Context: an optimization exercise on an open-source flow, tuned for small area, a short achievable clock period and few clock cycles. The choices shown serve that exercise and are no tape-out recipe. RTL that was checked went through simulation tests only; none was proved equivalent to the original. No functional check of the RTL was part of runs 1 and 6. Power figures rest on the tool's default switching activity, not on a simulated workload.

File: design/flow/config.mk
export PLATFORM = sky130hd
export DESIGN_NAME = cnn_axi_burst_master
export DESIGN_NICKNAME = cnn_axi_burst_master
export VERILOG_FILES = /design/flow/design.v
export SDC_FILE = /design/flow/constraint.sdc
export NUM_CORES = 4
export LEC_CHECK = 0
export CAP_MARGIN = 20
export CORE_MARGIN = 2
export CORE_UTILIZATION = 40
export SETUP_SLACK_MARGIN = 3.3
export SLEW_MARGIN = 20
File: design/flow/constraint.sdc
create_clock -name core_clock -period 5.5 [get_ports {M_AXI_ACLK}]
set_input_delay 1.1000 -clock core_clock [delete_from_list [all_inputs] [get_ports {M_AXI_ACLK}]]
set_output_delay 1.1000 -clock core_clock [all_outputs]
set_load 0.01 [all_outputs]
File: design/flow/design.v
package cnn_axi_pkg;
  localparam logic [1:0] RESP_OKAY     = 2'b00;
  localparam logic [1:0] BURST_INCR    = 2'b01;
  localparam logic [3:0] CACHE_DEFAULT = 4'b0011;
  localparam logic [2:0] SIZE_16B      = 3'b100;
endpackage
module cnn_beat_skid #(
  parameter int DW = 128,
  parameter int IW = 120
) (
  input  logic          clk_i,
  input  logic          rst_ni,
  input  logic          idle_i,        
  input  logic [IW-1:0] init_i,
  input  logic          hold_i,        
  input  logic          hold_d_i,      
  input  logic          in_valid_i,
  output logic          in_ready_o,
  input  logic [DW-1:0] in_data_i,
  output logic          out_valid_o,
  input  logic          out_ready_i,
  output logic [DW-1:0] out_data_o,
  output logic [DW-1:0] skid_data_o
);
  logic          head_v_q, skid_v_q, ready_q, free_q;
  logic          head_v_d, skid_v_d;
  logic [DW-1:0] head_q, skid_q;
  logic          in_hs, head_load;
  assign in_ready_o  = ready_q;
  assign out_valid_o = head_v_q;
  assign out_data_o  = head_q;
  assign skid_data_o = skid_q;
  assign in_hs     = in_valid_i & ready_q;
  assign head_load = free_q | out_ready_i;        
  always_comb begin
    if (head_load) begin
      head_v_d = skid_v_q | in_hs;
      skid_v_d = 1'b0;
    end else begin
      head_v_d = 1'b1;
      skid_v_d = skid_v_q | in_hs;
    end
  end
  always_ff @(posedge clk_i or negedge rst_ni) begin
    if (!rst_ni) begin
      head_v_q <= 1'b0;
      skid_v_q <= 1'b0;
      ready_q  <= 1'b1;
      free_q   <= 1'b1;
    end else begin
      head_v_q <= head_v_d;
      skid_v_q <= skid_v_d;
      ready_q  <= ~head_v_d | ~(skid_v_d | hold_d_i);
      free_q   <= ~head_v_d;
    end
  end
  always_ff @(posedge clk_i) begin
    if (head_load)
      head_q <= skid_v_q ? skid_q : in_data_i;
    if (!(skid_v_q | hold_i))
      skid_q <= idle_i ? {in_data_i[DW-1:IW], init_i} : in_data_i;
  end
endmodule
module cnn_axi_burst_master #(
  parameter int C_M_AXI_ID_WIDTH   = 12,
  parameter int C_M_AXI_ADDR_WIDTH = 64,
  parameter int C_M_AXI_DATA_WIDTH = 128,
  parameter int BURST_LEN          = 16,
  parameter int ID_VALUE           = 0
) (
  input  logic                            M_AXI_ACLK,
  input  logic                            M_AXI_ARESETN,
  input  logic                            INIT_AXI_TXN,
  input  logic [C_M_AXI_ADDR_WIDTH-1:0]   input_Addr_Offset,
  input  logic [C_M_AXI_ADDR_WIDTH-1:0]   output_Addr_Offset,
  output logic                            TXN_DONE,
  output logic                            ERROR,
  output logic [C_M_AXI_ID_WIDTH-1:0]     M_AXI_ARID,
  output logic [C_M_AXI_ADDR_WIDTH-1:0]   M_AXI_ARADDR,
  output logic [7:0]                      M_AXI_ARLEN,
  output logic [2:0]                      M_AXI_ARSIZE,
  output logic [1:0]                      M_AXI_ARBURST,
  output logic                            M_AXI_ARLOCK,
  output logic [3:0]                      M_AXI_ARCACHE,
  output logic [2:0]                      M_AXI_ARPROT,
  output logic [3:0]                      M_AXI_ARQOS,
  output logic                            M_AXI_ARVALID,
  input  logic                            M_AXI_ARREADY,
  input  logic [C_M_AXI_ID_WIDTH-1:0]     M_AXI_RID,
  input  logic [C_M_AXI_DATA_WIDTH-1:0]   M_AXI_RDATA,
  input  logic [1:0]                      M_AXI_RRESP,
  input  logic                            M_AXI_RLAST,
  input  logic                            M_AXI_RVALID,
  output logic                            M_AXI_RREADY,
  output logic [C_M_AXI_ID_WIDTH-1:0]     M_AXI_AWID,
  output logic [C_M_AXI_ADDR_WIDTH-1:0]   M_AXI_AWADDR,
  output logic [7:0]                      M_AXI_AWLEN,
  output logic [2:0]                      M_AXI_AWSIZE,
  output logic [1:0]                      M_AXI_AWBURST,
  output logic                            M_AXI_AWLOCK,
  output logic [3:0]                      M_AXI_AWCACHE,
  output logic [2:0]                      M_AXI_AWPROT,
  output logic [3:0]                      M_AXI_AWQOS,
  output logic                            M_AXI_AWVALID,
  input  logic                            M_AXI_AWREADY,
  output logic [C_M_AXI_DATA_WIDTH-1:0]   M_AXI_WDATA,
  output logic [C_M_AXI_DATA_WIDTH/8-1:0] M_AXI_WSTRB,
  output logic                            M_AXI_WLAST,
  output logic                            M_AXI_WVALID,
  input  logic                            M_AXI_WREADY,
  input  logic [C_M_AXI_ID_WIDTH-1:0]     M_AXI_BID,
  input  logic [1:0]                      M_AXI_BRESP,
  input  logic                            M_AXI_BVALID,
  output logic                            M_AXI_BREADY
);
  localparam int CW = (BURST_LEN > 1) ? $clog2(BURST_LEN) : 1;
  localparam logic [CW-1:0] LAST_BEAT = CW'(BURST_LEN - 1);
  localparam int LO = $clog2(C_M_AXI_DATA_WIDTH / 8);    
  logic busy_q, done_q, err_q, arvalid_q, awvalid_q, bwait_q, wlast_q;
  logic [CW-1:0] rcnt_q, wcnt_q;
  localparam int IW = C_M_AXI_ADDR_WIDTH - LO;
  logic [C_M_AXI_DATA_WIDTH-1:0] skid_data;
  logic arvalid_d, awvalid_d;
  logic start, bad_in, bad_out, bad;
  logic r_hs, w_hs, b_hs, r_bad;
  logic wvalid, rready;
  logic unused_ids;
  assign unused_ids = ^{M_AXI_RID, M_AXI_BID};
  assign bad_in  = (|input_Addr_Offset[LO-1:0])
                 | ((&input_Addr_Offset[11:8]) & (|input_Addr_Offset[7:LO]));
  assign bad_out = (|output_Addr_Offset[LO-1:0])
                 | ((&output_Addr_Offset[11:8]) & (|output_Addr_Offset[7:LO]));
  assign bad     = bad_in | bad_out;
  assign start   = INIT_AXI_TXN & ~busy_q;
  assign r_hs  = M_AXI_RVALID & rready;
  assign w_hs  = wvalid & M_AXI_WREADY;
  assign b_hs  = M_AXI_BVALID & bwait_q;
  assign r_bad = (M_AXI_RRESP != cnn_axi_pkg::RESP_OKAY)
               | (M_AXI_RLAST != (rcnt_q == LAST_BEAT));
  cnn_beat_skid #(.DW(C_M_AXI_DATA_WIDTH), .IW(2 * IW)) u_buf (
    .clk_i       (M_AXI_ACLK),
    .rst_ni      (M_AXI_ARESETN),
    .idle_i      (~busy_q),
    .init_i      ({output_Addr_Offset[C_M_AXI_ADDR_WIDTH-1:LO],
                   input_Addr_Offset[C_M_AXI_ADDR_WIDTH-1:LO]}),
    .hold_i      (arvalid_q | awvalid_q),
    .hold_d_i    (arvalid_d | awvalid_d),
    .in_valid_i  (M_AXI_RVALID),
    .in_ready_o  (rready),
    .in_data_i   (M_AXI_RDATA),
    .out_valid_o (wvalid),
    .out_ready_i (M_AXI_WREADY),
    .out_data_o  (M_AXI_WDATA),
    .skid_data_o (skid_data)
  );
  assign M_AXI_RREADY  = rready;
  assign M_AXI_WVALID  = wvalid;
  assign M_AXI_WLAST   = wlast_q;
  assign M_AXI_WSTRB   = '1;
  assign M_AXI_BREADY  = bwait_q;
  assign M_AXI_ARVALID = arvalid_q;
  assign M_AXI_AWVALID = awvalid_q;
  assign TXN_DONE      = done_q;
  assign ERROR         = err_q;
  assign M_AXI_ARID    = C_M_AXI_ID_WIDTH'(ID_VALUE);
  assign M_AXI_ARADDR  = {skid_data[IW-1:0], LO'(0)};
  assign M_AXI_ARLEN   = 8'(BURST_LEN - 1);
  assign M_AXI_ARSIZE  = cnn_axi_pkg::SIZE_16B;
  assign M_AXI_ARBURST = cnn_axi_pkg::BURST_INCR;
  assign M_AXI_ARLOCK  = 1'b0;
  assign M_AXI_ARCACHE = cnn_axi_pkg::CACHE_DEFAULT;
  assign M_AXI_ARPROT  = 3'b000;
  assign M_AXI_ARQOS   = 4'd0;
  assign M_AXI_AWID    = C_M_AXI_ID_WIDTH'(ID_VALUE);
  assign M_AXI_AWADDR  = {skid_data[2*IW-1:IW], LO'(0)};
  assign M_AXI_AWLEN   = 8'(BURST_LEN - 1);
  assign M_AXI_AWSIZE  = cnn_axi_pkg::SIZE_16B;
  assign M_AXI_AWBURST = cnn_axi_pkg::BURST_INCR;
  assign M_AXI_AWLOCK  = 1'b0;
  assign M_AXI_AWCACHE = cnn_axi_pkg::CACHE_DEFAULT;
  assign M_AXI_AWPROT  = 3'b000;
  assign M_AXI_AWQOS   = 4'd0;
  assign arvalid_d = (start & ~bad) | (arvalid_q & ~M_AXI_ARREADY);
  assign awvalid_d = (start & ~bad) | (awvalid_q & ~M_AXI_AWREADY);
  always_ff @(posedge M_AXI_ACLK or negedge M_AXI_ARESETN) begin
    if (!M_AXI_ARESETN) begin
      busy_q    <= 1'b0;
      done_q    <= 1'b0;
      err_q     <= 1'b0;
      arvalid_q <= 1'b0;
      awvalid_q <= 1'b0;
      bwait_q   <= 1'b0;
      wlast_q   <= 1'b0;
      rcnt_q    <= '0;
      wcnt_q    <= '0;
    end else begin
      busy_q    <= start | (busy_q & ~done_q);
      done_q    <= (start & bad) | b_hs;
      arvalid_q <= arvalid_d;
      awvalid_q <= awvalid_d;
      bwait_q   <= (bwait_q & ~M_AXI_BVALID) | (w_hs & wlast_q);
      if (start)
        err_q <= bad;
      else if ((r_hs & r_bad) | (b_hs & (M_AXI_BRESP != cnn_axi_pkg::RESP_OKAY)))
        err_q <= 1'b1;
      if (r_hs) rcnt_q <= rcnt_q + 1'b1;
      if (w_hs) begin
        wcnt_q  <= wcnt_q + 1'b1;
        wlast_q <= (wcnt_q == LAST_BEAT - 1'b1);
      end
    end
  end
endmodule
File: design/flow/flow/run.sh
#!/bin/bash
# Standard ORFS layout with these changes: ports are buffered with the
# smallest plain buffer instead of the default delay buffer; one tie cell
# of each kind drives all constant outputs; CTS adds no dummy clock loads
# and clusters more sinks per leaf buffer.
set -euo pipefail
export BUFFER_PORTS_ARGS="-buffer_cell sky130_fd_sc_hd__buf_1"
export SKIP_REPAIR_TIE_FANOUT=1
export CTS_ARGS="-sink_clustering_enable -repair_clock_nets -dont_use_dummy_load -sink_clustering_size 30 -sink_clustering_max_diameter 150"
bash standard.sh > standard.log 2>&1
File: design/flow/standard.sh
#!/bin/bash
# synth_recipe.tcl (not shown) runs the flow's synth.tcl, then flattens the netlist and writes it again
# the make line also repeats each setting of config.mk as NAME=value (left out here)
make -C /OpenROAD-flow-scripts/flow DESIGN_CONFIG=/design/flow/config.mk WORK_HOME=/design/flow/orfs CLKGATE_MAP_FILE= SYNTH_SCRIPT=/design/flow/synth_recipe.tcl "${@:-finish}"
==> summary.md, run 1 <==
| Metric | Value |
|---|---|
| Critical Path Start Type | flip-flop |
| Min-delay worst type | reg -> reg |
| Netlist area before placement | 13,130 sq um |
| Area of the placeable core | 32,450 sq um |
| Worst path buffer plus inverter count | 1 |
| Later-pin clock latency in the skew report | 0.50 ns |
| Count of final max-slew check failures | 0 |
| Share of the yosys chip area belonging to registers | 0.6218 |
| Antenna violations before repair | 15 |
| Number of hold buffers added after CTS | 0 |
| Setup TNS Final | 0 ns |
| Synthesized area divided by synthesized cell count | 15.82 sq um |
| Worst voltage drop across the vdd grid | 418.2 uV |
| Number of distinct standard cells referenced by the synthesized netlist | 31 |
| Crit end category | output pin |
| Crit Reg-Reg Startpoint | u_buf.skid_v_q |
| Area occupied by multi-input gates | 3188 sq um |
| Most frequent cell after synthesis | sky130_fd_sc_hd__edfxtp_1 |
| # setup viols final | 0 |
| Main flop type after synthesis | sky130_fd_sc_hd__edfxtp_1 |
| Count of warnings emitted by yosys | 2 |
| Max-cap violations | 0 |
| Period utilisation layout | 0.4124 |
| Clock tree from TritonCTS | done |
| Async set-or-reset flop fraction in the synthesized netlist | 0.06909 |
| I/O Pins | 647 |
| DRC Markers | 0 |
| TritonCTS buffer count | 13 |
| Number of instances in the synthesized netlist | 830 |
| CP Launch Point | u_buf.ready_q |
| Count of endpoints failing hold in the final timing report | 0 |
| Seq. cell area | 8173 sq um |
| Clock root buffer | sky130_fd_sc_hd__clkbuf_16 |
| Net Count, Synth | 1,126 |
| Critical path cell sequence | buf_6 |
| Routability Congestion | 0.8301 |
| Relative area change from synthesis to final layout | 11.73% |
| Placed instance area | 13,960 sq um |
| Worst slew margin relative to its limit | 0.5429 |
| Number of buffer cells added on primary ports | 524 |
| CTS H-tree depth | 1 |
| Initial Utilization | 0.4047 |
| Register clock-pin slew on the reported worst setup and hold paths | 0.12 ns |
| Share of post-route cells with drive strength above 1 | 0.2065 |
| Number of global-route vias before repair | 7,357 |
| Wire length of the first global-routing pass | 48.93 mm |
| Maximum number of pins on one net before global-route repair | 76 |
| Avg WL per Cell | 22.66 microns |
| GRT Residual Overflow | 0 |
| Pin slew with the least headroom to its limit | 0.6857 ns |
| Detail Placement HPWL | 27.37 mm |
| Max Clock Freq | 440.9 MHz |
| Critical path type | reg -> out |
| Top delay family on crit path | flip-flops |
| Startpoint of the most critical hold path | rcnt_q[3] |
| Total via count in the routed design | 7,529 |
| Count of clock tree sinks | 275 |
| Result of the run | finished clean |
| Die Outline Area | 34,300 sq um |
| Max incr delay on CP | 0.57 ns |
| Maximum clock insertion buffer count | 3 |
| Library cell occupying the most area in the post-synthesis netlist | sky130_fd_sc_hd__edfxtp_1 |
| Filler cell count | 3,034 |
| Horizontal die dimension | 185.2 microns |
| Static power due to leakage | 0.005140 uW |
| Power density over cell area | 404.8 nW/um^2 |
| Worst clock skew | 0.07466 ns |
| Count of flip-flops with a built-in enable after synthesis | 256 |
| Largest fanout of any net on the critical path | 2 |
| Summed area of non-filler cells in the final layout | 14,670 sq um |
| Synth top area cells | sky130_fd_sc_hd__edfxtp_1, sky130_fd_sc_hd__buf_4, sky130_fd_sc_hd__mux2_1, sky130_fd_sc_hd__mux2_2, sky130_fd_sc_hd__dfrtp_1 |
| Setup repair after global routing missed its margin | true |
| #FFs+latches synth | 275 |
| Data arrival time at the worst-slack endpoint | 1.17 ns |
| Chip height | 185.2 microns |
| Slowest stage cell, crit path | sky130_fd_sc_hd__dfstp_2 |
| Net total in the final layout | 1,441 |
| Number of search-and-repair iterations in the first detailed-routing pass | 4 |
| Violation count after the first detailed-routing iteration | 422 |
| Share of Yosys cell area claimed by the top area cell type | 0.5854 |
| Worst Path Required | 4.40 ns |
| Minimum clock period | 2.268 ns |
| Final ANT Viol Nets | 0 |
| Overall routing resource usage | 0.1980 |
| Final wirelength | 36.19 mm |
| Standard-cell row count | 66 |
| Routed vias/inst | 4.714 |
| Top cells by count, synth | sky130_fd_sc_hd__edfxtp_1, sky130_fd_sc_hd__buf_4, sky130_fd_sc_hd__mux2_1 |
## where the power goes
| group | internal [uW] | switching (uW) |
|---|---|---|
| logic | 763 | 900 |
| clock network | 430 | 641 |
| registers | 2900 | 302 |
## cells by family (layout without fill, tap and decap cells)
group | after synthesis | count (layout) | share of synthesized area
AOI/OAI and AO/OA | 9 | 9 | 0.004383
xor gates and xnor gates | 7 | 7 | 0.004669
adders and majority gates | 3 | 3 | 0.002859
buffers and inverters | 251 | 564 | 0.1369
DFF | 275 | 275 | 0.6218
muxes | 249 | 249 | 0.2135
other | 2 | 14 | 0.0005719
and+or+nand+nor | 34 | 34 | 0.01534
## flip-flops by register name, indices dropped and copies added, names as in the netlist
name and flops:
arvalid_q 1, awvalid_q 1, busy_q 1, bwait_q 1, done_q 1, err_q 1, rcnt_q 4, u_buf.free_q 1
u_buf.head_q 128, u_buf.head_v_q 1, u_buf.ready_q 1, u_buf.skid_q 128, u_buf.skid_v_q 1, wcnt_q 4, wlast_q 1
## final timing paths
check                                    to  slack, ns  cells past startpoint
max                            M_AXI_RREADY       3.23                      1
min                               rcnt_q[3]       0.49                      1
max reg2reg                u_buf.skid_q[65]       3.40                      2
min reg2reg                       rcnt_q[3]       0.49                      1
max in group asynchronous    u_buf.skid_v_q       4.51                      1
min in group asynchronous         wcnt_q[2]       0.54                      1
## per-layer routing
layer,part of all wire,vias up,GRT usage
li1,-,3449,-
met1,0.36,3739,0.2201
met2,0.56,300,0.3805
met3,0.052,41,0.03264
met4,0.026,0,0.06603
met5,0,-,0
## cell usage in the layout, fill, tap and decap left out, drive strengths merged
master	synthesis	final
diode	0	12
xnor2	5	5
xor2	2	2
mux2	249	249
o21ai	5	5
buf	246	491
edfxtp	256	256
dfstp	2	2
nand4	3	3
and2	1	1
a41oi	1	1
nand2	8	8
clkbuf	0	68
o41ai	1	1
nor4	5	5
o211ai	1	1
o31ai	1	1
or2	3	3
nand3	5	5
nor2	5	5
ha	3	3
nor3	2	2
dfrtp	17	17
nor2b	2	2
inv	5	5
conb	2	2
## through the flow
step                hold slack, ns  power, uW  std cells  utilization  setup slack [ns]
finish                      0.4851       5939       1597       0.4521             3.232
global route                0.5130       6226       1593       0.4518             3.187
CTS                         0.4899       5923       1575       0.4446             3.207
detailed placement          0.4645       4822       1557       0.4303             2.535
global placement            0.4598       4784       1557       0.4303             2.548
floorplan                   0.4424       4553        830            -             1.312
## worst reg2reg max path, cell delays in order, from the launching register on
cell and delay, ns:
sky130_fd_sc_hd__dfrtp_4 0.71, sky130_fd_sc_hd__nor3_4 0.53, sky130_fd_sc_hd__buf_6 0.49
## cell type report
class,instances,share of cell area
diodes,12,0.002047
flip-flops and latches,275,0.5570
inverters,5,0.001279
repair buffers,546,0.1625
well taps,442,0.03769
multi-input cells,304,0.2173
clock buffers,13,0.02217
## repair_timing
action                     CTS  global route
setup endpoints to repair  295           192
resized for setup           44            75
pin swaps                    1             0
hold endpoints to repair     0             0
setup buffers                5            10
==> run 2, diff against run 1 <==
--- a/design/flow/design.v
+++ b/design/flow/design.v
@@ -13,5 +13,4 @@
   input  logic          idle_i,        
   input  logic [IW-1:0] init_i,
-  input  logic          hold_i,        
   input  logic          hold_d_i,      
   input  logic          in_valid_i,
@@ -23,5 +22,5 @@
   output logic [DW-1:0] skid_data_o
 );
-  logic          head_v_q, skid_v_q, ready_q, free_q;
+  logic          head_v_q, skid_v_q, ready_q, free_q, skid_en_q;
   logic          head_v_d, skid_v_d;
   logic [DW-1:0] head_q, skid_q;
@@ -46,6 +45,7 @@
       head_v_q <= 1'b0;
       skid_v_q <= 1'b0;
-      ready_q  <= 1'b1;
+      ready_q  <= 1'b0;
       free_q   <= 1'b1;
+      skid_en_q <= 1'b1;
     end else begin
       head_v_q <= head_v_d;
@@ -53,4 +53,5 @@
       ready_q  <= ~head_v_d | ~(skid_v_d | hold_d_i);
       free_q   <= ~head_v_d;
+      skid_en_q <= ~(skid_v_d | hold_d_i);
     end
   end
@@ -58,5 +59,5 @@
     if (head_load)
       head_q <= skid_v_q ? skid_q : in_data_i;
-    if (!(skid_v_q | hold_i))
+    if (skid_en_q)
       skid_q <= idle_i ? {in_data_i[DW-1:IW], init_i} : in_data_i;
   end
@@ -144,5 +145,4 @@
     .init_i      ({output_Addr_Offset[C_M_AXI_ADDR_WIDTH-1:LO],
                    input_Addr_Offset[C_M_AXI_ADDR_WIDTH-1:LO]}),
-    .hold_i      (arvalid_q | awvalid_q),
     .hold_d_i    (arvalid_d | awvalid_d),
     .in_valid_i  (M_AXI_RVALID),
--- a/design/flow/config.mk
+++ b/design/flow/config.mk
@@ -9,4 +9,4 @@
 export CORE_MARGIN = 2
 export CORE_UTILIZATION = 40
-export SETUP_SLACK_MARGIN = 3.3
+export SETUP_SLACK_MARGIN = 3.45
 export SLEW_MARGIN = 20
==> run 2 against run 1 <==
  * Synthesized cell count increased by 0.36%
  * Final area increased by 3.7%
  * Worst hold slack got worse by 0.0036 ns
  * Combinational power increased by 12%
  * Still clean
  * Critical path depth unchanged
  * Clock skew decreased by 0.0075 ns
  * Wire length increased by 12%
  * Largest cell class unchanged
  * Sequential cell count increased by 1
  * Non-clock buffer count increased by 14
  * Clock power about the same
==> summary.md, run 2 <==
| Metric | Value |
|---|---|
| Result of the run | finished clean |
| Seq. cell area | 8202 sq um |
| CTS H-tree depth | 1 |
| Detail Placement HPWL | 29.99 mm |
| Reg2reg setup slack | 3.54 ns |
| Critical path cell sequence | buf_6 |
| Number of search-and-repair iterations in the first detailed-routing pass | 4 |
| Worst voltage drop across the vdd grid | 239.1 uV |
| Async set-or-reset flop fraction in the synthesized netlist | 0.07246 |
| Crit Reg-Reg Startpoint | u_buf.skid_en_q |
| Setup TNS Final | 0 ns |
| Share of post-route cells with drive strength above 1 | 0.3365 |
| Worst hold endpoint | rcnt_q[3] |
| Final ANT Viol Nets | 0 |
| Largest registers | u_buf.head_q: 128 flops, u_buf.skid_q: 128 flops |
| Total number of cells along the worst setup path | 1 |
| Area of the placeable core | 32,450 sq um |
| # setup viols final | 0 |
| Count of warnings emitted by yosys | 2 |
| Netlist area before placement | 13,140 sq um |
| Max-cap violations | 0 |
| Number of buffer cells added on primary ports | 524 |
| DRC Markers | 0 |
| Count of final max-slew check failures | 0 |
| Routed vias/inst | 4.794 |
| Number of global-route vias before repair | 7,624 |
| Worst path buffer plus inverter count | 1 |
| Pin slew with the least headroom to its limit | 0.7318 ns |
| Final wirelength | 40.68 mm |
| Largest fanout of any net on the critical path | 2 |
| Highest-count cells in the layout ignoring fill and taps | sky130_fd_sc_hd__buf_1, sky130_fd_sc_hd__edfxtp_1, sky130_fd_sc_hd__mux2_1, sky130_fd_sc_hd__clkbuf_2, sky130_fd_sc_hd__mux2_2 |
| Clock tree from TritonCTS | done |
| Min-delay worst type | reg -> reg |
| Antenna violations before repair | 23 |
| R2r endpoint | u_buf.skid_q[41] |
| Library cell occupying the most area in the post-synthesis netlist | sky130_fd_sc_hd__edfxtp_1 |
| Crit end category | output pin |
| Worst Path Required | 4.40 ns |
| Standard-cell row count | 66 |
| Max incr delay on CP | 0.50 ns |
| Top cells by count, synth | sky130_fd_sc_hd__edfxtp_1, sky130_fd_sc_hd__buf_4, sky130_fd_sc_hd__mux2_1 |
| Setup repair after global routing missed its margin | true |
| Routability Congestion | 0.8517 |
| Total via count in the routed design | 7,752 |
| Most common cell after layout, fill and taps aside | sky130_fd_sc_hd__buf_1 |
| Maximum number of pins on one net before global-route repair | 76 |
| Area occupied by multi-input gates | 3204 sq um |
| Net total in the final layout | 1,460 |
| Period utilisation layout | 0.4167 |
| Maximum clock insertion buffer count | 3 |
| Critical Path Start Type | flip-flop |
| Placed instance area | 13,980 sq um |
| Horizontal die dimension | 185.2 microns |
| Clock root buffer | sky130_fd_sc_hd__clkbuf_16 |
| Overall routing resource usage | 0.2229 |
| Relative area change from synthesis to final layout | 15.79% |
| Most frequent cell after synthesis | sky130_fd_sc_hd__edfxtp_1 |
| Avg WL per Cell | 25.15 microns |
| Worst r2r path cells | 1 |
| Later-pin clock latency in the skew report | 0.52 ns |
| Number of instances in the synthesized netlist | 833 |
| Max Clock Freq | 436.3 MHz |
| Static power due to leakage | 0.005773 uW |
| Share of the yosys chip area belonging to registers | 0.6233 |
| Share of Yosys cell area claimed by the top area cell type | 0.5850 |
| I/O Pins | 647 |
| Synth top area cells | sky130_fd_sc_hd__edfxtp_1, sky130_fd_sc_hd__mux2_1, sky130_fd_sc_hd__buf_4, sky130_fd_sc_hd__mux2_2, sky130_fd_sc_hd__dfrtp_1 |
| Top delay family on crit path | flip-flops |
| Number of distinct standard cells referenced by the synthesized netlist | 31 |
| Count of flip-flops with a built-in enable after synthesis | 256 |
| Worst clock skew | 0.06716 ns |
| Startpoint of the most critical hold path | rcnt_q[3] |
| Power density over cell area | 405.4 nW/um^2 |
| GRT Residual Overflow | 0 |
| Number of cells on the worst hold path | 1 |
| Main flop type after synthesis | sky130_fd_sc_hd__edfxtp_1 |
| Register clock-pin slew on the reported worst setup and hold paths | 0.12 ns |
| Wire length of the first global-routing pass | 54.04 mm |
| Slowest stage cell, crit path | sky130_fd_sc_hd__edfxtp_1 |
| Summed area of non-filler cells in the final layout | 15,210 sq um |
| #FFs+latches synth | 276 |
| Chip height | 185.2 microns |
| Worst slew margin relative to its limit | 0.5121 |
| Data arrival time at the worst-slack endpoint | 1.19 ns |
| Critical path type | reg -> out |
| Count of endpoints failing hold in the final timing report | 0 |
| Initial Utilization | 0.4049 |
| Synthesized area divided by synthesized cell count | 15.77 sq um |
| TritonCTS buffer count | 13 |
| Filler cell count | 2,982 |
| Net Count, Synth | 1,129 |
| Minimum clock period | 2.292 ns |
| Count of clock tree sinks | 276 |
| Violation count after the first detailed-routing iteration | 495 |
| Die Outline Area | 34,320 sq um |
[run 2: final cells by class]
cell class	instances	share of cell area
timing repair buffer	560	0.1895
multi-input combinational	309	0.2106
sequential	276	0.5391
tap	442	0.03635
antenna	13	0.002138
inverter	4	0.0009868
clock buffer	13	0.02138
[run 2: how the worst max path moves through the flow]
| stage | from | end | slack [ns] |
|---|---|---|---|
| finish | u_buf.skid_q[62] | M_AXI_AWADDR[6] | 3.21 |
| global route | u_buf.skid_q[62] | M_AXI_AWADDR[6] | 3.18 |
| CTS | u_buf.skid_q[106] | M_AXI_AWADDR[50] | 3.20 |
| detailed placement | M_AXI_WREADY | u_buf.head_q[1] | 2.57 |
| global placement | M_AXI_WREADY | u_buf.head_q[1] | 2.55 |
| floorplan | M_AXI_WREADY | u_buf.ready_q | 2.99 |
[run 2: cells by family after synthesis]
family | after synthesis | share of synthesized area
mux | 249 | 0.2134
fa+ha+maj | 3 | 0.002857
simple gates | 36 | 0.01504
buf+inv | 250 | 0.1358
xor+xnor | 7 | 0.004666
flops | 276 | 0.6233
compound gates | 10 | 0.004379
other cells | 2 | 0.0005715
[run 2: timing repair]
action                                  4_1_cts  5_1_grt
pin swaps                                     1        0
hold buffers                                  0        0
endpoints found under the setup margin      527      325
gates resized for setup                     159      172
buffers inserted                             18       12
cloned                                        2        0
[run 2: layer usage]
layer / vias to the layer above / share of wire / track usage
met5: - / 0.00054 / 0
met4: 4 / 0.020 / 0.06254
met3: 58 / 0.075 / 0.05348
met2: 342 / 0.53 / 0.4128
met1: 3850 / 0.37 / 0.2542
li1: 3498 / - / -
[run 2: stage by stage]
| stage | std cells | total power (uW) | utilization | hold WS [ns] | setup WS [ns] |
|---|---|---|---|---|---|
| after floorplan | 833 | 4521 | - | 0.4424 | 2.995 |
| after global placement | 1559 | 4794 | 0.4307 | 0.4345 | 2.551 |
| after detailed placement | 1559 | 4831 | 0.4307 | 0.4448 | 2.572 |
| after CTS | 1592 | 6084 | 0.4565 | 0.4818 | 3.205 |
| after global routing | 1612 | 6438 | 0.4684 | 0.5001 | 3.178 |
| final | 1617 | 6169 | 0.4688 | 0.4815 | 3.208 |
[run 2: report_power, final]
group | switching, uW | internal [uW]
clock | 653 | 431
combinational | 962 | 896
sequential | 315 | 2910
Testbench counts of run 2, summed over its fixed seeds: cycles 9,948.
==> run 3, diff against run 2 <==
--- a/design/flow/config.mk
+++ b/design/flow/config.mk
@@ -9,4 +9,3 @@
 export CORE_MARGIN = 2
 export CORE_UTILIZATION = 40
-export SETUP_SLACK_MARGIN = 3.45
 export SLEW_MARGIN = 20
==> run 3 against run 2 <==
  * Core utilization down 2.7 points
  * Non-clock buffer count shrank 28
  * Via count shrank 3.8%
  * Critical endpoint is now u_buf.head_q[114]
  * Critical path type is now in -> reg
  * Synthesized cell count unchanged
  * Highest routed layer unchanged
==> summary.md, run 3 <==
| Metric | Value |
|---|---|
| Result of the run | finished clean |
| Violation count after the first detailed-routing iteration | 400 |
| Met3 usage in global routing | 0.04699 |
| Critical path cell sequence | buf_1 > or2_4 > buf_12 |
| Count of warnings emitted by yosys | 2 |
| Worst path buffer plus inverter count | 2 |
| Global Route met1 Usage | 0.2136 |
| Worst slew margin relative to its limit | 0.3336 |
| Largest registers | u_buf.head_q: 128 flops, u_buf.skid_q: 128 flops |
| Placed instance area | 13,980 sq um |
| Top cells by count, synth | sky130_fd_sc_hd__edfxtp_1, sky130_fd_sc_hd__buf_4, sky130_fd_sc_hd__mux2_1 |
| CP Launch Point | M_AXI_WREADY |
| Count of flip-flops with a built-in enable after synthesis | 256 |
| Sequential share of power | 0.559 |
| Static power due to leakage | 0.004795 uW |
| Pin slew with the least headroom to its limit | 0.9996 ns |
| Clock root buffer | sky130_fd_sc_hd__clkbuf_16 |
| Number of distinct standard cells referenced by the synthesized netlist | 31 |
| Critical path type | in -> reg |
| Max-cap violations | 0 |
| Most frequent cell after synthesis | sky130_fd_sc_hd__edfxtp_1 |
| Share of the yosys chip area belonging to registers | 0.6233 |
| Wire length of the first global-routing pass | 49.89 mm |
| P_sw | 1823 uW |
| # setup viols final | 0 |
| Startpoint of the most critical hold path | done_q |
| Crit end category | flip-flop |
| Chip height | 185.2 microns |
| Register clock-pin slew on the reported worst setup and hold paths | 0.12 ns |
| Final ANT Viol Nets | 0 |
| Setup repair after global routing missed its margin | false |
| Number of buffer cells added on primary ports | 524 |
| Top delay family on crit path | simple AND/OR/NAND/NOR gates |
| Horizontal die dimension | 185.2 microns |
| Minimum clock period | 2.452 ns |
| Period utilisation layout | 0.4458 |
| Met2 routing resource usage after global routing | 0.3913 |
| Number of instances in the synthesized netlist | 833 |
| Later-pin clock latency in the skew report | 0.50 ns |
| Combinational Power Share | 0.257 |
| Data arrival time at the worst-slack endpoint | 2.52 ns |
| Crit Reg-Reg Startpoint | busy_q |
| Setup TNS Final | 0 ns |
| Max Clock Freq | 407.9 MHz |
| Area of the placeable core | 32,450 sq um |
| Worst voltage drop across the vdd grid | 210.3 uV |
| # placed instances | 1,561 |
| Count of clock tree sinks | 276 |
| Min-delay worst type | reg -> reg |
| Netlist area before placement | 13,140 sq um |
| Relative area change from synthesis to final layout | 9.017% |
| Net Count, Synth | 1,129 |
| Power density over cell area | 404.6 nW/um^2 |
| Max incr delay on CP | 0.71 ns |
| Routed vias/inst | 4.710 |
| Routability Congestion | 0.8202 |
| Worst clock skew | 0.06785 ns |
| Die Outline Area | 34,320 sq um |
| Count of endpoints failing hold in the final timing report | 0 |
| Library cell occupying the most area in the post-synthesis netlist | sky130_fd_sc_hd__edfxtp_1 |
| Clock tree from TritonCTS | done |
| Maximum clock insertion buffer count | 3 |
| Non-filler instance count after layout | 1,583 |
| Overall routing resource usage | 0.2025 |
| Post-CTS repair timing setup buffer count | 0 |
| Number of hold buffers added after CTS | 0 |
| Gates resized, CTS repair | 0 |
| Share of post-route cells with drive strength above 1 | 0.09629 |
| Fraction of power spent switching nets | 0.3146 |
| #FFs+latches synth | 276 |
| Clock network fraction of total power | 0.184 |
| Pint | 3972 uW |
| Count of final max-slew check failures | 0 |
| Most congested layer reported by global routing | met2 |
| I/O Pins | 647 |
| Number of search-and-repair iterations in the first detailed-routing pass | 6 |
| Antenna violations before repair | 14 |
| GRT Residual Overflow | 0 |
| Highest-count cells in the layout ignoring fill and taps | sky130_fd_sc_hd__buf_1, sky130_fd_sc_hd__edfxtp_1, sky130_fd_sc_hd__mux2_1, sky130_fd_sc_hd__mux2_2, sky130_fd_sc_hd__dfrtp_1 |
| Summed area of non-filler cells in the final layout | 14,330 sq um |
| Most common cell after layout, fill and taps aside | sky130_fd_sc_hd__buf_1 |
| Avg WL per Cell | 23.45 microns |
| Initial Utilization | 0.4049 |
| Maximum number of pins on one net before global-route repair | 78 |
| Slowest stage cell, crit path | sky130_fd_sc_hd__or2_4 |
| Worst Path Required | 5.57 ns |
| Critical Path Start Type | input port |
| Synth top area cells | sky130_fd_sc_hd__edfxtp_1, sky130_fd_sc_hd__mux2_1, sky130_fd_sc_hd__buf_4, sky130_fd_sc_hd__mux2_2, sky130_fd_sc_hd__dfrtp_1 |
| Main flop type after synthesis | sky130_fd_sc_hd__edfxtp_1 |
| Standard-cell row count | 66 |
| Final wirelength | 37.12 mm |
| CTS H-tree depth | 1 |
| Total via count in the routed design | 7,456 |
| Number of global-route vias before repair | 7,411 |
| Share of Yosys cell area claimed by the top area cell type | 0.5850 |
| Net total in the final layout | 1,430 |
| DRC Markers | 0 |
| Largest fanout of any net on the critical path | 77 |
| Finished Core Util | 0.4414 |
| Async set-or-reset flop fraction in the synthesized netlist | 0.07246 |
| TritonCTS buffer count | 13 |
| Detail Placement HPWL | 28.36 mm |
| Synthesized area divided by synthesized cell count | 15.77 sq um |
==> run 3: final timing paths <==
check	slack, ns	to	depth (start not counted)
max in group asynchronous	4.65	rcnt_q[2]	2
setup / recovery	3.05	u_buf.head_q[114]	3
hold / removal	0.45	busy_q	1
setup reg to reg	3.16	u_buf.skid_q[99]	2
hold reg to reg	0.45	busy_q	1
min in group asynchronous	0.55	bwait_q	2
==> run 3: kinds of logic after synthesis <==
kind of cell	count (synthesis)	share of synthesized area
xor+xnor	7	0.004666
fa+ha+maj	3	0.002857
compound gates	10	0.004379
mux	249	0.2134
other cells	2	0.0005715
flops	276	0.6233
buf+inv	250	0.1358
simple gates	36	0.01504
==> run 3: metrics by stage <==
stage	worst slack [ns]	total power (uW)	hold WS (ns)
2_1_floorplan	2.225	4525	0.4424
3_3_place_gp	2.578	4775	0.4379
3_5_place_dp	2.506	4813	0.4373
4_1_cts	3.010	5872	0.4542
5_1_grt	2.924	6085	0.4728
6_report	3.048	5795	0.4525
==> run 3: final cells by class <==
class	count	area (sq um)
Antenna cell	9	22.52
Clock buffer	13	325.3
Fill cell	3125	18130
Inverter	4	15.01
Multi-Input combinational cell	307	3168
Sequential cell	276	8202
Tap cell	442	553.0
Timing Repair Buffer	532	2039
==> run 3: routing by layer <==
metal	vias up	part of all wire
li1	3426	-
met1	3652	0.35
met2	319	0.55
met3	57	0.069
met4	2	0.028
met5	-	0.00035
==> run 3: power by group through the flow <==
stage / combinational (uW) / clock [uW] / sequential [uW]
floorplan: 1300 / 0 / 3230
global placement: 1490 / 0 / 3280
detailed placement: 1520 / 0 / 3300
CTS: 1520 / 1100 / 3250
global route: 1620 / 1160 / 3310
finish: 1490 / 1070 / 3240
==> run 4, diff against run 3 <==
--- a/design/flow/config.mk
+++ b/design/flow/config.mk
@@ -9,3 +9,4 @@
 export CORE_MARGIN = 2
 export CORE_UTILIZATION = 40
+export SETUP_SLACK_MARGIN = 3.0
 export SLEW_MARGIN = 20
==> run 4 against run 3 <==
  * Combinational power up 5%
  * Die area unchanged
  * Fmax up 5.0%
  * Total power up 0.56%
  * First-iteration DRC count down 1.0%
  * Largest cell class unchanged
==> summary.md, run 4 <==
| Metric | Value |
|---|---|
| Result of the run | finished clean |
| Library cell occupying the most area in the post-synthesis netlist | sky130_fd_sc_hd__edfxtp_1 |
| Critical Path Start Type | input port |
| Worst slew margin relative to its limit | 0.4164 |
| Period utilisation layout | 0.4245 |
| Count of endpoints failing hold in the final timing report | 0 |
| CTS H-tree depth | 1 |
| Global Route met1 Usage | 0.2249 |
| Number of cells on the worst hold path | 1 |
| Worst clock skew | 0.06888 ns |
| Number of search-and-repair iterations in the first detailed-routing pass | 4 |
| R2r endpoint | u_buf.skid_q[106] |
| Register clock-pin slew on the reported worst setup and hold paths | 0.12 ns |
| Async set-or-reset flop fraction in the synthesized netlist | 0.07246 |
| Worst Path Required | 5.64 ns |
| Critical path cell sequence | buf_1 > or2_4 > buf_12 |
| Die Outline Area | 34,320 sq um |
| DRC Markers | 0 |
| Static power due to leakage | 0.004791 uW |
| Share of Yosys cell area claimed by the top area cell type | 0.5850 |
| Critical path type | in -> reg |
| Most frequent cell after synthesis | sky130_fd_sc_hd__edfxtp_1 |
| Later-pin clock latency in the skew report | 0.50 ns |
| Summed area of non-filler cells in the final layout | 14,330 sq um |
| Gates resized, CTS repair | 0 |
| Avg WL per Cell | 23.61 microns |
| Clock root buffer | sky130_fd_sc_hd__clkbuf_16 |
| Setup repair after global routing missed its margin | false |
| TritonCTS buffer count | 13 |
| Post-CTS repair timing setup buffer count | 0 |
| Min-delay worst type | reg -> reg |
| Final ANT Viol Nets | 0 |
| Number of distinct standard cells referenced by the synthesized netlist | 31 |
| Relative area change from synthesis to final layout | 9.065% |
| Filler cell count | 3,128 |
| Netlist area before placement | 13,140 sq um |
| Met2 routing resource usage after global routing | 0.3782 |
| Clock tree from TritonCTS | done |
| Number of buffer cells added on primary ports | 524 |
| Max Clock Freq | 428.3 MHz |
| I/O Pins | 647 |
| Reg2reg setup slack | 3.37 ns |
| Total via count in the routed design | 7,453 |
| Synthesized area divided by synthesized cell count | 15.77 sq um |
| Worst hold endpoint | busy_q |
| Standard-cell row count | 66 |
| Top delay family on crit path | simple AND/OR/NAND/NOR gates |
| Most congested layer reported by global routing | met2 |
| Number of instances in the synthesized netlist | 833 |
| Count of final max-slew check failures | 0 |
| Net total in the final layout | 1,428 |
| Crit end category | flip-flop |
| Count of warnings emitted by yosys | 2 |
| Initial Utilization | 0.4049 |
| Detail Placement HPWL | 28.61 mm |
| Routability Congestion | 0.8197 |
| Count of clock tree sinks | 276 |
| Chip height | 185.2 microns |
| # setup viols final | 0 |
| Power density over cell area | 406.7 nW/um^2 |
| Minimum clock period | 2.335 ns |
| GRT Residual Overflow | 0 |
| Worst r2r path cells | 2 |
| Final wirelength | 37.39 mm |
| Main flop type after synthesis | sky130_fd_sc_hd__edfxtp_1 |
| Antenna violations before repair | 18 |
| Highest-count cells in the layout ignoring fill and taps | sky130_fd_sc_hd__buf_1, sky130_fd_sc_hd__edfxtp_1, sky130_fd_sc_hd__mux2_1, sky130_fd_sc_hd__mux2_2, sky130_fd_sc_hd__dfrtp_1 |
| Largest fanout of any net on the critical path | 88 |
| Startpoint of the most critical hold path | done_q |
| Placed instance area | 13,970 sq um |
| Largest registers | u_buf.head_q: 128 flops, u_buf.skid_q: 128 flops |
| Met3 usage in global routing | 0.05092 |
| Max-cap violations | 0 |
| Maximum number of pins on one net before global-route repair | 101 |
| Data arrival time at the worst-slack endpoint | 2.48 ns |
| # placed instances | 1,559 |
| Non-filler instance count after layout | 1,584 |
| Number of hold buffers added after CTS | 0 |
| Crit Reg-Reg Startpoint | busy_q |
| Max incr delay on CP | 0.62 ns |
| Horizontal die dimension | 185.2 microns |
| Slowest stage cell, crit path | sky130_fd_sc_hd__or2_4 |
| Worst path buffer plus inverter count | 2 |
| Share of the yosys chip area belonging to registers | 0.6233 |
| Count of flip-flops with a built-in enable after synthesis | 256 |
| Top cells by count, synth | sky130_fd_sc_hd__edfxtp_1, sky130_fd_sc_hd__buf_4, sky130_fd_sc_hd__mux2_1 |
| Violation count after the first detailed-routing iteration | 396 |
| Overall Power | 5828 uW |
| #FFs+latches synth | 276 |
| Most common cell after layout, fill and taps aside | sky130_fd_sc_hd__buf_1 |
| Overall routing resource usage | 0.2051 |
| Wire length of the first global-routing pass | 50.31 mm |
| Dpl ws | 2.643 ns |
| Net Count, Synth | 1,129 |
| Pin slew with the least headroom to its limit | 0.8754 ns |
| Worst voltage drop across the vdd grid | 226.3 uV |
| Setup TNS Final | 0 ns |
| Synth top area cells | sky130_fd_sc_hd__edfxtp_1, sky130_fd_sc_hd__mux2_1, sky130_fd_sc_hd__buf_4, sky130_fd_sc_hd__mux2_2, sky130_fd_sc_hd__dfrtp_1 |
| Number of global-route vias before repair | 7,480 |
| Area of the placeable core | 32,450 sq um |
| Share of post-route cells with drive strength above 1 | 0.09558 |
| CP Launch Point | M_AXI_WREADY |
| Smallest setup slack after layout | 3.165 ns |
| Maximum clock insertion buffer count | 3 |
| Routed vias/inst | 4.705 |
## run 4: worst max path at each step
stage                              to  depth (start not counted)
floorplan               u_buf.ready_q                          3
global placement        u_buf.ready_q                          5
detailed placement   u_buf.head_q[96]                          3
CTS                 u_buf.head_q[121]                          3
global route        u_buf.head_q[122]                          3
finish               u_buf.head_q[84]                          3
## run 4: cells by family (layout without fill, tap and decap cells)
family / count (synthesis) / count (layout) / share of synthesized area
AO/OA/AOI/OAI: 10 / 10 / 0.004379
XOR/XNOR: 7 / 7 / 0.004666
adder cells (fa/ha/maj): 3 / 3 / 0.002857
buffers and inverters: 250 / 547 / 0.1358
flip-flops: 276 / 276 / 0.6233
multiplexers: 249 / 249 / 0.2134
other: 2 / 14 / 0.0005715
AND/OR/NAND/NOR: 36 / 36 / 0.01504
## run 4: cell type report
type	count	area [sq um]	area share
diodes	12	30.03	0.002095
multi-input cells	307	3168	0.2211
clock buffers	13	325.3	0.02270
well taps	442	553.0	0.03859
flip-flops and latches	276	8202	0.5723
repair buffers	530	2038	0.1422
inverters	4	15.01	0.001048
## run 4: power breakdown
group / internal [uW] / switching [uW]
Clock: 430 / 647
Combinational: 628 / 929
Sequential: 2910 / 283
## run 4: layer usage
layer / vias up / routed length, microns
met5: - / 13
met4: 2 / 1175
met3: 50 / 2660
met2: 316 / 20120
met1: 3652 / 13430
li1: 3433 / -
## run 4: worst register-to-register path: cells and delay by family (launching register included)
kind                   cells  cell delay, ns
DFF                        1            0.78
muxes                      1            0.44
buffers and inverters      1            0.68
## run 4: metrics by stage
stage	utilization	hold WS (ns)
after global routing	0.4414	0.4574
after CTS	0.4406	0.4194
after global placement	0.4306	0.4316
final	0.4416	0.4369
after floorplan	-	0.4424
after detailed placement	0.4306	0.4365
==> run 5, diff against run 4 <==
--- a/design/flow/config.mk
+++ b/design/flow/config.mk
@@ -9,4 +9,4 @@
 export CORE_MARGIN = 2
 export CORE_UTILIZATION = 40
-export SETUP_SLACK_MARGIN = 3.0
+export SETUP_SLACK_MARGIN = 3.3
 export SLEW_MARGIN = 20
==> run 5 against run 4 <==
  * Critical path type is now reg -> out
  * Global-route usage about the same
  * Core utilization grew 1.3 points
  * Critical endpoint is now M_AXI_ARADDR[28]
  * Register-to-register slack improved by 0.03 ns
  * First-iteration DRC count increased by 4.8%
==> summary.md, run 5 <==
| Metric | Value |
|---|---|
| Result of the run | finished clean |
| Synthesized area divided by synthesized cell count | 15.77 sq um |
| Worst slew margin relative to its limit | 0.4443 |
| Overall Power | 5996 uW |
| Multiplexer share of the synthesized area | 0.2134 |
| Critical Path Start Type | flip-flop |
| Maximum clock insertion buffer count | 3 |
| Summed area of non-filler cells in the final layout | 14,770 sq um |
| Max Clock Freq | 441.8 MHz |
| Count of flip-flops with a built-in enable after synthesis | 256 |
| CTS H-tree depth | 1 |
| Later-pin clock latency in the skew report | 0.50 ns |
| Highest-count cells in the layout ignoring fill and taps | sky130_fd_sc_hd__buf_1, sky130_fd_sc_hd__edfxtp_1, sky130_fd_sc_hd__mux2_1, sky130_fd_sc_hd__mux2_2, sky130_fd_sc_hd__clkbuf_2 |
| Seq. cell area | 8202 sq um |
| Routability Congestion | 0.8365 |
| Wire length of the first global-routing pass | 50.57 mm |
| Pin slew with the least headroom to its limit | 0.8336 ns |
| Relative area change from synthesis to final layout | 12.37% |
| Dominant combinational cell family by area after synthesis | multiplexers |
| Die Outline Area | 34,320 sq um |
| Number of buffer cells added on primary ports | 524 |
| Library cell occupying the most area in the post-synthesis netlist | sky130_fd_sc_hd__edfxtp_1 |
| Synthesized-area fraction occupied by xor and xnor cells | 0.004666 |
| GRT Residual Overflow | 0 |
| Power density over cell area | 406.1 nW/um^2 |
| Violation count after the first detailed-routing iteration | 415 |
| Max incr delay on CP | 0.49 ns |
| Routed vias/inst | 4.719 |
| Number of distinct standard cells referenced by the synthesized netlist | 31 |
| Top delay family on crit path | flip-flops |
| Net Count, Synth | 1,129 |
| TritonCTS buffer count | 13 |
| Final ANT Viol Nets | 0 |
| Number of cells on the worst hold path | 1 |
| Most common cell after layout, fill and taps aside | sky130_fd_sc_hd__buf_1 |
| Filler cell count | 3,067 |
| Data arrival time at the worst-slack endpoint | 1.16 ns |
| Synth top area cells | sky130_fd_sc_hd__edfxtp_1, sky130_fd_sc_hd__mux2_1, sky130_fd_sc_hd__buf_4, sky130_fd_sc_hd__mux2_2, sky130_fd_sc_hd__dfrtp_1 |
| # setup viols final | 0 |
| Register clock-pin slew on the reported worst setup and hold paths | 0.12 ns |
| Largest fanout of any net on the critical path | 2 |
| Adder-Cell Fraction of Synth Area | 0.002857 |
| Total via count in the routed design | 7,536 |
| Complex-gate fraction of the synthesized area | 0.004380 |
| Top cells by count, synth | sky130_fd_sc_hd__edfxtp_1, sky130_fd_sc_hd__buf_4, sky130_fd_sc_hd__mux2_1 |
| Worst voltage drop across the vdd grid | 256.3 uV |
| Number of instances in the synthesized netlist | 833 |
| Clock root buffer | sky130_fd_sc_hd__clkbuf_16 |
| Worst r2r path cells | 2 |
| Worst path buffer plus inverter count | 1 |
| Horizontal die dimension | 185.2 microns |
| Maximum number of pins on one net before global-route repair | 81 |
| Min-delay worst type | reg -> reg |
| Area of the placeable core | 32,450 sq um |
| Area occupied by multi-input gates | 3181 sq um |
| Final wirelength | 37.57 mm |
| Detail Placement HPWL | 27.87 mm |
| Placed instance area | 13,970 sq um |
| Count of clock tree sinks | 276 |
| Number of search-and-repair iterations in the first detailed-routing pass | 4 |
| Max-cap violations | 0 |
| Total number of cells along the worst setup path | 1 |
| Overall routing resource usage | 0.2055 |
| Netlist area before placement | 13,140 sq um |
| Worst clock skew | 0.03782 ns |
| Main flop type after synthesis | sky130_fd_sc_hd__edfxtp_1 |
| Share of Yosys cell area claimed by the top area cell type | 0.5850 |
| Share of post-route cells with drive strength above 1 | 0.1889 |
| Initial Utilization | 0.4049 |
| Critical path type | reg -> out |
| Largest registers | u_buf.head_q: 128 flops, u_buf.skid_q: 128 flops |
| Net total in the final layout | 1,447 |
| Crit end category | output pin |
| Number of global-route vias before repair | 7,490 |
| Async set-or-reset flop fraction in the synthesized netlist | 0.07246 |
| Number of hold buffers added after CTS | 0 |
| DRC Markers | 0 |
| Count of warnings emitted by yosys | 2 |
| Avg WL per Cell | 23.52 microns |
| Static power due to leakage | 0.005204 uW |
| Most frequent cell after synthesis | sky130_fd_sc_hd__edfxtp_1 |
| Critical path cell sequence | clkbuf_2 |
| Count of endpoints failing hold in the final timing report | 0 |
| Chip height | 185.2 microns |
| Setup repair after global routing missed its margin | true |
| I/O Pins | 647 |
| Share of the yosys chip area belonging to registers | 0.6233 |
| #FFs+latches synth | 276 |
| Worst Path Required | 4.40 ns |
| Clock tree from TritonCTS | done |
| Slowest stage cell, crit path | sky130_fd_sc_hd__edfxtp_1 |
| Standard-cell row count | 66 |
| Antenna violations before repair | 9 |
| Minimum clock period | 2.263 ns |
| Count of final max-slew check failures | 0 |
| Period utilisation layout | 0.4115 |
| Setup TNS Final | 0 ns |
| Simple-gate area share of the yosys netlist | 0.01504 |
-- run 5: cell counts after synthesis --
Identical to the previous run, type by type.
-- run 5: worst paths after layout --
path | from | to | slack (ns)
worst max-delay path | u_buf.skid_q[24] | M_AXI_ARADDR[28] | 3.24
worst min-delay path | done_q | busy_q | 0.45
worst max register to register | busy_q | u_buf.skid_q[28] | 3.40
worst min register to register | done_q | busy_q | 0.45
max in group asynchronous | M_AXI_ARESETN | u_buf.skid_v_q | 4.57
min in group asynchronous | M_AXI_ARESETN | err_q | 0.54
-- run 5: logic make-up (layout without fill, tap and decap cells) --
kind of cell / after synthesis / count (layout)
muxes: 249 / 249
xor gates and xnor gates: 7 / 7
DFF: 276 / 276
and+or+nand+nor: 36 / 38
other: 2 / 8
buffers and inverters: 250 / 564
adders and majority gates: 3 / 3
AOI/OAI and AO/OA: 10 / 10
-- run 5: layer usage --
metal | vias to the layer above | GRT usage | part of all wire
met5 | - | 0 | 0
met4 | 0 | 0.06857 | 0.028
met3 | 49 | 0.04601 | 0.064
met2 | 307 | 0.3815 | 0.54
met1 | 3726 | 0.2313 | 0.37
li1 | 3454 | - | -
-- run 5: final cells by class --
class	count	share of cell area
antenna	6	0.001017
clock buffer	13	0.02203
inverter	4	0.001017
multi-input combinational	309	0.2154
sequential	276	0.5555
tap	442	0.03745
timing repair buffer	547	0.1676
-- run 5: timing repair --
action,CTS,global route
setup buffers,4,13
pin swaps,1,1
setup endpoints to repair,170,142
gates resized for setup,43,105
gates cloned,2,0
-- run 5: power by group --
group	switching (uW)	leakage, uW	internal [uW]
clock	650	0.000160	431
sequential	326	0.00284	2910
combinational	898	0.00221	778
total	1870	0.00520	4120
-- run 5: through the flow --
stage,hold slack (ns),cells,worst slack (ns),util
5_1_grt,0.4554,1594,3.165,0.4547
3_5_place_dp,0.4320,1559,2.523,0.4306
2_1_floorplan,0.4424,833,2.995,-
4_1_cts,0.4461,1578,3.177,0.4453
3_3_place_gp,0.4327,1559,2.553,0.4306
6_report,0.4469,1597,3.237,0.4550
==> run 6, diff against run 5 <==
--- a/design/flow/design.v
+++ b/design/flow/design.v
@@ -5,5 +5,5 @@
   localparam logic [2:0] SIZE_16B      = 3'b100;
 endpackage
-module cnn_beat_skid #(
+module cnn_beat_reg #(
   parameter int DW = 128,
   parameter int IW = 120
@@ -19,46 +19,27 @@
   output logic          out_valid_o,
   input  logic          out_ready_i,
-  output logic [DW-1:0] out_data_o,
-  output logic [DW-1:0] skid_data_o
+  output logic [DW-1:0] data_o
 );
-  logic          head_v_q, skid_v_q, ready_q, free_q, skid_en_q;
-  logic          head_v_d, skid_v_d;
-  logic [DW-1:0] head_q, skid_q;
-  logic          in_hs, head_load;
+  logic          valid_q, valid_d, ready_q, load_q, ready_d;
+  logic [DW-1:0] data_q;
   assign in_ready_o  = ready_q;
-  assign out_valid_o = head_v_q;
-  assign out_data_o  = head_q;
-  assign skid_data_o = skid_q;
-  assign in_hs     = in_valid_i & ready_q;
-  assign head_load = free_q | out_ready_i;        
-  always_comb begin
-    if (head_load) begin
-      head_v_d = skid_v_q | in_hs;
-      skid_v_d = 1'b0;
-    end else begin
-      head_v_d = 1'b1;
-      skid_v_d = skid_v_q | in_hs;
-    end
-  end
+  assign out_valid_o = valid_q;
+  assign data_o      = data_q;
+  assign valid_d = valid_q ? ~out_ready_i : (in_valid_i & ready_q);
+  assign ready_d = ~valid_d & ~hold_d_i;
   always_ff @(posedge clk_i or negedge rst_ni) begin
     if (!rst_ni) begin
-      head_v_q <= 1'b0;
-      skid_v_q <= 1'b0;
-      ready_q  <= 1'b0;
-      free_q   <= 1'b1;
-      skid_en_q <= 1'b1;
+      valid_q <= 1'b0;
+      ready_q <= 1'b0;
+      load_q  <= 1'b1;
     end else begin
-      head_v_q <= head_v_d;
-      skid_v_q <= skid_v_d;
-      ready_q  <= ~head_v_d | ~(skid_v_d | hold_d_i);
-      free_q   <= ~head_v_d;
-      skid_en_q <= ~(skid_v_d | hold_d_i);
+      valid_q <= valid_d;
+      ready_q <= ready_d;
+      load_q  <= ready_d;
     end
   end
   always_ff @(posedge clk_i) begin
-    if (head_load)
-      head_q <= skid_v_q ? skid_q : in_data_i;
-    if (skid_en_q)
-      skid_q <= idle_i ? {in_data_i[DW-1:IW], init_i} : in_data_i;
+    if (load_q)
+      data_q <= idle_i ? {in_data_i[DW-1:IW], init_i} : in_data_i;
   end
 endmodule
@@ -121,5 +102,5 @@
   logic [CW-1:0] rcnt_q, wcnt_q;
   localparam int IW = C_M_AXI_ADDR_WIDTH - LO;
-  logic [C_M_AXI_DATA_WIDTH-1:0] skid_data;
+  logic [C_M_AXI_DATA_WIDTH-1:0] buf_data;
   logic arvalid_d, awvalid_d;
   logic start, bad_in, bad_out, bad;
@@ -139,5 +120,5 @@
   assign r_bad = (M_AXI_RRESP != cnn_axi_pkg::RESP_OKAY)
                | (M_AXI_RLAST != (rcnt_q == LAST_BEAT));
-  cnn_beat_skid #(.DW(C_M_AXI_DATA_WIDTH), .IW(2 * IW)) u_buf (
+  cnn_beat_reg #(.DW(C_M_AXI_DATA_WIDTH), .IW(2 * IW)) u_buf (
     .clk_i       (M_AXI_ACLK),
     .rst_ni      (M_AXI_ARESETN),
@@ -151,9 +132,9 @@
     .out_valid_o (wvalid),
     .out_ready_i (M_AXI_WREADY),
-    .out_data_o  (M_AXI_WDATA),
-    .skid_data_o (skid_data)
+    .data_o      (buf_data)
   );
   assign M_AXI_RREADY  = rready;
   assign M_AXI_WVALID  = wvalid;
+  assign M_AXI_WDATA   = buf_data;
   assign M_AXI_WLAST   = wlast_q;
   assign M_AXI_WSTRB   = '1;
@@ -164,5 +145,5 @@
   assign ERROR         = err_q;
   assign M_AXI_ARID    = C_M_AXI_ID_WIDTH'(ID_VALUE);
-  assign M_AXI_ARADDR  = {skid_data[IW-1:0], LO'(0)};
+  assign M_AXI_ARADDR  = {buf_data[IW-1:0], LO'(0)};
   assign M_AXI_ARLEN   = 8'(BURST_LEN - 1);
   assign M_AXI_ARSIZE  = cnn_axi_pkg::SIZE_16B;
@@ -173,5 +154,5 @@
   assign M_AXI_ARQOS   = 4'd0;
   assign M_AXI_AWID    = C_M_AXI_ID_WIDTH'(ID_VALUE);
-  assign M_AXI_AWADDR  = {skid_data[2*IW-1:IW], LO'(0)};
+  assign M_AXI_AWADDR  = {buf_data[2*IW-1:IW], LO'(0)};
   assign M_AXI_AWLEN   = 8'(BURST_LEN - 1);
   assign M_AXI_AWSIZE  = cnn_axi_pkg::SIZE_16B;
==> run 6 against run 5 <==
  * The flow now stops in I/O pin placement (3_2_place_iop)
  * Area after synthesis is 41% lower
  * Synthesized cell count shrank 34%
==> summary.md, run 6 <==
| Metric | Value |
|---|---|
| Most frequent cell after synthesis | sky130_fd_sc_hd__buf_4 |
| Share of the yosys chip area belonging to registers | 0.5577 |
| Standard-cell row count | 50 |
| Count of flip-flops with a built-in enable after synthesis | 128 |
| Initial Utilization | 0.4090 |
| Number of instances in the synthesized netlist | 553 |
| Count of warnings emitted by yosys | 2 |
| Error | [ERROR PPL-0024] Number of IO pins (647) exceeds maximum number of available positions (508). Increase the die perimeter from 571.06um to 879.92um. |
| Share of Yosys cell area claimed by the top area cell type | 0.4990 |
| Result of the run | did not finish |
| Async set-or-reset flop fraction in the synthesized netlist | 0.1233 |
| Synthesized area divided by synthesized cell count | 13.93 sq um |
| Top cells by count, synth | sky130_fd_sc_hd__buf_4, sky130_fd_sc_hd__edfxtp_1, sky130_fd_sc_hd__mux2_1 |
| Main flop type after synthesis | sky130_fd_sc_hd__edfxtp_1 |
| Synth top area cells | sky130_fd_sc_hd__edfxtp_1, sky130_fd_sc_hd__buf_4, sky130_fd_sc_hd__mux2_1, sky130_fd_sc_hd__dfrtp_1, sky130_fd_sc_hd__buf_2 |
| #FFs+latches synth | 146 |
| Netlist area before placement | 7702 sq um |
| Library cell occupying the most area in the post-synthesis netlist | sky130_fd_sc_hd__edfxtp_1 |
| Number of distinct standard cells referenced by the synthesized netlist | 28 |
| Stage at which the flow ended | I/O pin placement (3_2_place_iop) |
| Chip height | 142.8 microns |
| Horizontal die dimension | 142.8 microns |
| Net Count, Synth | 849 |
run 6: cell count changes after synthesis, sizes merged, moves of 4 or more:
cell    change
edfxtp    -128
clkbuf      -4
nand2       -4
buf        -11
mux2      -128
run 6: cells by family after synthesis:
kind of cell	after synthesis	share of synthesized area
adder cells (fa/ha/maj)	3	0.004874
buffers and inverters	236	0.2234
XOR/XNOR	7	0.007960
AO/OA/AOI/OAI	11	0.009746
flip-flops	146	0.5577
multiplexers	122	0.1782
AND/OR/NAND/NOR	26	0.01722
other	2	0.0009750
==> run 7, diff against run 6 <==
--- a/design/flow/design.v
+++ b/design/flow/design.v
@@ -100,5 +100,5 @@
   localparam int LO = $clog2(C_M_AXI_DATA_WIDTH / 8);    
   logic busy_q, done_q, err_q, arvalid_q, awvalid_q, bwait_q, wlast_q;
-  logic [CW-1:0] rcnt_q, wcnt_q;
+  logic [CW-1:0] wcnt_q;
   localparam int IW = C_M_AXI_ADDR_WIDTH - LO;
   logic [C_M_AXI_DATA_WIDTH-1:0] buf_data;
@@ -119,5 +119,5 @@
   assign b_hs  = M_AXI_BVALID & bwait_q;
   assign r_bad = (M_AXI_RRESP != cnn_axi_pkg::RESP_OKAY)
-               | (M_AXI_RLAST != (rcnt_q == LAST_BEAT));
+               | (M_AXI_RLAST != wlast_q);
   cnn_beat_reg #(.DW(C_M_AXI_DATA_WIDTH), .IW(2 * IW)) u_buf (
     .clk_i       (M_AXI_ACLK),
@@ -173,5 +173,4 @@
       bwait_q   <= 1'b0;
       wlast_q   <= 1'b0;
-      rcnt_q    <= '0;
       wcnt_q    <= '0;
     end else begin
@@ -185,5 +184,4 @@
       else if ((r_hs & r_bad) | (b_hs & (M_AXI_BRESP != cnn_axi_pkg::RESP_OKAY)))
         err_q <= 1'b1;
-      if (r_hs) rcnt_q <= rcnt_q + 1'b1;
       if (w_hs) begin
         wcnt_q  <= wcnt_q + 1'b1;
--- a/design/flow/config.mk
+++ b/design/flow/config.mk
@@ -8,5 +8,6 @@
 export CAP_MARGIN = 20
 export CORE_MARGIN = 2
-export CORE_UTILIZATION = 40
+export CORE_UTILIZATION = 24
+export PLACE_DENSITY = 0.35
 export SETUP_SLACK_MARGIN = 3.3
 export SLEW_MARGIN = 20
==> run 7 against run 6 <==
  * The run now finishes clean
  * Synthesized cell count shrank 2.4%
  * Area after synthesis shrank 1.3%
==> summary.md, run 7 <==
| Metric | Value |
|---|---|
| Largest fanout of any net on the critical path | 2 |
| # setup viols final | 0 |
| Highest-count cells in the layout ignoring fill and taps | sky130_fd_sc_hd__buf_1, sky130_fd_sc_hd__edfxtp_1, sky130_fd_sc_hd__mux2_2, sky130_fd_sc_hd__clkbuf_16, sky130_fd_sc_hd__dfrtp_1 |
| TritonCTS buffer count | 17 |
| Die Outline Area | 33,100 sq um |
| Max-cap violations | 0 |
| Synth top area cells | sky130_fd_sc_hd__edfxtp_1, sky130_fd_sc_hd__buf_4, sky130_fd_sc_hd__mux2_2, sky130_fd_sc_hd__dfrtp_1, sky130_fd_sc_hd__nor4_2 |
| Worst path buffer plus inverter count | 1 |
| Number of search-and-repair iterations in the first detailed-routing pass | 4 |
| Worst r2r path cells | 2 |
| Max Clock Freq | 453.3 MHz |
| Routed vias/inst | 4.014 |
| Largest registers | u_buf.data_q: 128 flops, wcnt_q: 4 flops |
| Maximum clock insertion buffer count | 2 |
| Reg2reg setup slack | 3.43 ns |
| Register clock-pin slew on the reported worst setup and hold paths | 0.07 ns |
| Count of inserted antenna diode cells | 0 |
| Main flop type after synthesis | sky130_fd_sc_hd__edfxtp_1 |
| Worst hold endpoint | wcnt_q[3] |
| Power density over cell area | 488.5 nW/um^2 |
| #FFs+latches synth | 142 |
| Synthesized-area fraction occupied by xor and xnor cells | 0.004611 |
| DRC Markers | 0 |
| Multiplexer share of the synthesized area | 0.1792 |
| Standard-cell row count | 65 |
| WL met2 | 14.20 mm |
| Overall routing resource usage | 0.1510 |
| Share of post-route cells with drive strength above 1 | 0.1883 |
| Most common cell after layout, fill and taps aside | sky130_fd_sc_hd__buf_1 |
| Top routing layer used | met5 |
| Maximum number of pins on one net before global-route repair | 68 |
| Routability Congestion | 0.7621 |
| Initial Utilization | 0.2420 |
| Slowest stage cell, crit path | sky130_fd_sc_hd__edfxtp_1 |
| Synthesized area divided by synthesized cell count | 14.07 sq um |
| Number of buffer cells added on primary ports | 524 |
| Adder-Cell Fraction of Synth Area | 0.003293 |
| Critical path cell sequence | clkbuf_2 |
| Crit end category | output pin |
| CTS H-tree depth | 4 |
| Antenna violations before repair | 6 |
| Total length of routed met3 wires | 1.813 mm |
| Result of the run | finished clean |
| Worst clock skew | 0.02143 ns |
| Later-pin clock latency in the skew report | 0.42 ns |
| Number of instances in the synthesized netlist | 540 |
| Setup repair after global routing missed its margin | true |
| Share of the yosys chip area belonging to registers | 0.5521 |
| Number of global-route vias before repair | 5,005 |
| Count of flip-flops with a built-in enable after synthesis | 128 |
| Min-delay worst type | reg -> reg |
| Setup TNS Final | 0 ns |
| GRT Residual Overflow | 0 |
| Share of Yosys cell area claimed by the top area cell type | 0.5058 |
| Relative area change from synthesis to final layout | 16.48% |
| Top cells by count, synth | sky130_fd_sc_hd__buf_4, sky130_fd_sc_hd__edfxtp_1, sky130_fd_sc_hd__mux2_2 |
| Final ANT Viol Nets | 0 |
| Number of hold buffers added after CTS | 0 |
| Worst Path Required | 4.40 ns |
| Count of endpoints failing hold in the final timing report | 0 |
| Crit Reg-Reg Startpoint | busy_q |
| Flip-flop count of the largest register after layout | 128 |
| Clock tree from TritonCTS | done |
| Library cell occupying the most area in the post-synthesis netlist | sky130_fd_sc_hd__edfxtp_1 |
| Static power due to leakage | 0.002932 uW |
| Max incr delay on CP | 0.52 ns |
| Count of clock tree sinks | 142 |
| Largest register by flop count | u_buf.data_q |
| Clock root buffer | sky130_fd_sc_hd__clkbuf_16 |
| Dominant combinational cell family by area after synthesis | buffers and inverters |
| Violation count after the first detailed-routing iteration | 192 |
run 7: cell types whose count changed after synthesis, sizes merged, moves of 2 or more:
cell   previous run  this run
xnor2             5         2
nand3             7         4
dfrtp            17        13
nor2              4         2
run 7: worst max path at each step:
stage	slack (ns)	endpoint	depth (start not counted)	startpoint
detailed placement	2.89	u_buf.data_q[91]	2	busy_q
global route	3.26	M_AXI_ARADDR[62]	1	u_buf.data_q[58]
CTS	3.25	M_AXI_ARADDR[63]	1	u_buf.data_q[59]
finish	3.29	M_AXI_ARADDR[62]	1	u_buf.data_q[58]
global placement	2.87	u_buf.data_q[91]	2	busy_q
floorplan	3.55	u_buf.ready_q	4	input_Addr_Offset[8]
run 7: cells by family (layout without fill, tap and decap cells):
kind of cell    count (synthesis)  in the layout
mux                           121            121
xor+xnor                        4              4
flops                         142            142
simple gates                   22             22
buf+inv                       236            551
other cells                     2              2
compound gates                 11             11
fa+ha+maj                       2              2
run 7: area by class of cell:
class                           count  area [sq um]  area share
Multi-Input combinational cell    162          1658      0.1873
Tap cell                          402         503.0     0.05683
Clock buffer                       17         425.4     0.04806
Inverter                            5         18.77    0.002120
Sequential cell                   142          4205      0.4751
Timing Repair Buffer              529          2041      0.2306
run 7: worst register-to-register path: stages (launching register included):
cell,delay [ns]
sky130_fd_sc_hd__dfrtp_4,0.74
sky130_fd_sc_hd__buf_6,0.58
sky130_fd_sc_hd__mux2_2,0.49
run 7: per-layer routing:
metal,track usage,vias up
met1,0.1661,2411
li1,-,2308
met2,0.2869,298
met5,0,-
met4,0.03290,2
met3,0.04312,27
run 7: repair_timing:
item                       4_1_cts  5_1_grt
setup buffers                    1        1
gates resized for setup          5        9
setup endpoints to repair       77       11
run 7: through the flow:
| stage | total power (uW) | setup WS, ns | instance area [sq um] | std cells |
|---|---|---|---|---|
| after floorplan | 3119 | 3.545 | 7602 | 540 |
| after global placement | 3395 | 2.873 | 8372 | 1238 |
| after detailed placement | 3372 | 2.892 | 8372 | 1238 |
| after CTS | 4404 | 3.251 | 8830 | 1256 |
| after global routing | 4570 | 3.259 | 8851 | 1257 |
| final | 4324 | 3.294 | 8851 | 1257 |
run 7: where the power goes:
part	switching [uW]	internal, uW
logic	858	621
clock network	426	537
registers	264	1620
total	1550	2780
Testbench counts of run 7, summed over its fixed seeds: cycles 13,992.

Setup slack of run 7, layout unchanged: 3.294 ns with ideal ports, 3.243 ns with driving cells assumed (clock clkbuf_16, inputs buf_2), 3.129 ns with port delays also shifted by the 0.460 ns mid clock arrival.
